From an optimization exercise on the open Yosys and OpenROAD flow, aimed at small area, a short achievable clock period and few clock cycles per item; shortcuts taken in it are not production practice. The RTL was checked by simulation tests, not by an equivalence proof against the original design.

==> flow/design.v (excerpt) <==
module mac_array_top (
    input  logic         clk,
    input  logic         rst,
    input  logic [7:0]   cfg_len_m1,
    input  logic         in_valid,
    output logic         in_ready,
    input  logic [127:0] in_data,
    input  logic [63:0]  in_weight,
    output logic         out_valid,
    input  logic         out_ready,
    output logic [191:0] out_accum,
    output logic [7:0]   out_sat
);
Size: about 1000 flip-flops, roughly 410 I/O pins.
clock: 5.5 ns
lec_check: 0
abc_area: 1
cap_margin: 20
core_margin: 2
core_utilization: 65
setup_slack_margin: 2.7
slew_margin: 20
run.sh (not shown) runs the stock make flow with config.mk's settings and CLKGATE_MAP_FILE= SYNTH_SCRIPT=/design/flow/synth_recipe.tcl, a recipe that flattens the netlist after the stock synthesis.
Testbench counts at the start, summed over its fixed seeds: cycles 27,915, items 3,200.
Next try:
SETUP_SLACK_MARGIN = 2.8   (was 2.7)
Cell area climbs by 2.7%.
Sequential cell count stays the same.
Clock-buffer cell count is lower by 8.
Register-to-register slack stays flat.
Worst setup slack gains 0.0030 ns.
Critical path depth is higher by 9.
Cell count increases by 1.1%.
Next try:
CORE_UTILIZATION = 60   (was 65)
SETUP_SLACK_MARGIN = 2.7   (was 2.8)
Non-clock buffer count fell by 61.
Design area fell by 1.9%.
Via count fell by 3.3%.
Critical path depth fell by 1.
Worst hold slack degrades by 0.019 ns.
Wire length fell by 3.2%.
Next try:
CORE_UTILIZATION = 68   (was 60)
What happened: The new run completed without violations. Setup slack gains 0.022 ns. Area after synthesis does not change. Cell area fell by 0.53%. Flip-flop and latch count is unchanged. Non-clock buffer count fell by 7. Synthesized cell count stays the same. Die area fell by 12%. Utilization rose by 9.0 points.
Next try:
CORE_UTILIZATION = 65   (was 68)
SETUP_SLACK_MARGIN = 2.6   (was 2.7)
=> The new run passed the timing, design-rule and antenna checks; clock-buffer cell count went up by 4.

---

mac_array_top, a different RTL version from the one above (not shown whole).
For scale: about 6,900 cells after synthesis, ~1,000 flip-flops, roughly 62,000 µm² of cells after synthesis.
Settings: LEC_CHECK=0, ABC_AREA=1, CAP_MARGIN=20, CORE_MARGIN=2, CORE_UTILIZATION=65, SETUP_SLACK_MARGIN=2.6, SLEW_MARGIN=20; clock period 5.5 ns.
The first run finished with timing, DRC and antenna clean.
Testbench counts at the start, summed over its fixed seeds: cycles 27,915, items 3,200.
Rerun with:
--- a/flow/config.mk
+++ b/flow/config.mk
@@ -11,3 +11,3 @@
 export CORE_UTILIZATION = 65
-export SETUP_SLACK_MARGIN = 2.6
+export SETUP_SLACK_MARGIN = 2.7
 export SLEW_MARGIN = 20
After rerunning:
- cell count hardly moves
- critical path depth went down by 9
- synthesized cell count is unchanged
- global-route usage climbs by 1.0 points
- via count increases slightly

---

mac_array_top again, from the RTL that the note above started with.
// mac_array_top
module mac_array_top (
    input  logic         clk,
    input  logic         rst,
    input  logic [7:0]   cfg_len_m1,
    input  logic         in_valid,
    output logic         in_ready,
    input  logic [127:0] in_data,
    input  logic [63:0]  in_weight,
    output logic         out_valid,
    input  logic         out_ready,
    output logic [191:0] out_accum,
    output logic [7:0]   out_sat
);
Settings: LEC_CHECK=0, ABC_AREA=1, CAP_MARGIN=20, CORE_MARGIN=2, CORE_UTILIZATION=70, SETUP_SLACK_MARGIN=2.8, SLEW_MARGIN=20; clock period 5.5 ns.
Testbench counts at the start, summed over its fixed seeds: cycles 27,915, items 3,200.
Edit:
Settings changed: CORE_UTILIZATION 70 to 65, SETUP_SLACK_MARGIN 2.8 to 2.5.
What happened: Final cell count decreases by 1.9%; worst hold slack gets worse by 31 ps; wire length decreases by 20%; sequential cell count does not change; clock-buffer cell count increases by 8; via count decreases by 11%; non-clock buffer count decreases by 251.
Edit:
Settings changed: SETUP_SLACK_MARGIN 2.5 to 2.9.
Effect: Clock skew barely changes. Worst hold slack gets better by 29 ps. Register-to-register slack gets better by 70 ps.

## re-timing with driven ports
How much do the figures lean on ideal ports? The routed layouts below were timed once more, with nothing changed but the port constraints. Step 1 assumes that a clkbuf_16 drives the clock port and a buf_2 every other input. Step 2, shift: input delay + t, output delay - t, t = (earliest + latest rising clock arrival at the registers) / 2. This alone moves slack from input paths to output paths. Slacks: ideal ports / drivers / drivers and shift; pairs: ideal ports / drivers.
| run | shift t [ns] | setup slack, ns | latest minus earliest clock arrival (ns) |
|---|---|---|---|
| the first run of note 1 | 0.755 | 2.741 / 2.671 / 2.081 | 0.018 / 0.018 |
| the second run of note 1 | 0.754 | 2.744 / 2.744 / 2.250 | 0.028 / 0.028 |
| the third run of note 1 | 0.753 | 2.697 / 2.677 / 2.364 | 0.024 / 0.024 |
| the fourth run of note 1 | 0.740 | 2.719 / 2.652 / 2.229 | 0.027 / 0.028 |
| the fifth run of note 1 | 0.755 | 2.638 / 2.577 / 2.368 | 0.020 / 0.020 |
| the first run of note 2 | 0.752 | 2.619 / 2.574 / 2.004 | 0.024 / 0.023 |
| the second run of note 2 | 0.757 | 2.691 / 2.614 / 2.146 | 0.038 / 0.038 |
| the first run of note 3 | 0.780 | 2.575 / 2.575 / 2.286 | 0.057 / 0.057 |
| the second run of note 3 | 0.756 | 2.548 / 2.537 / 1.912 | 0.024 / 0.025 |
| the third run of note 3 | 0.772 | 2.623 / 2.623 / 2.153 | 0.029 / 0.029 |
After both steps setup and hold are still met in every run listed. For the first run of note 1, which loses most, drivers alone change the setup slack by -0.070 ns; drivers and shift together by -0.660 ns.
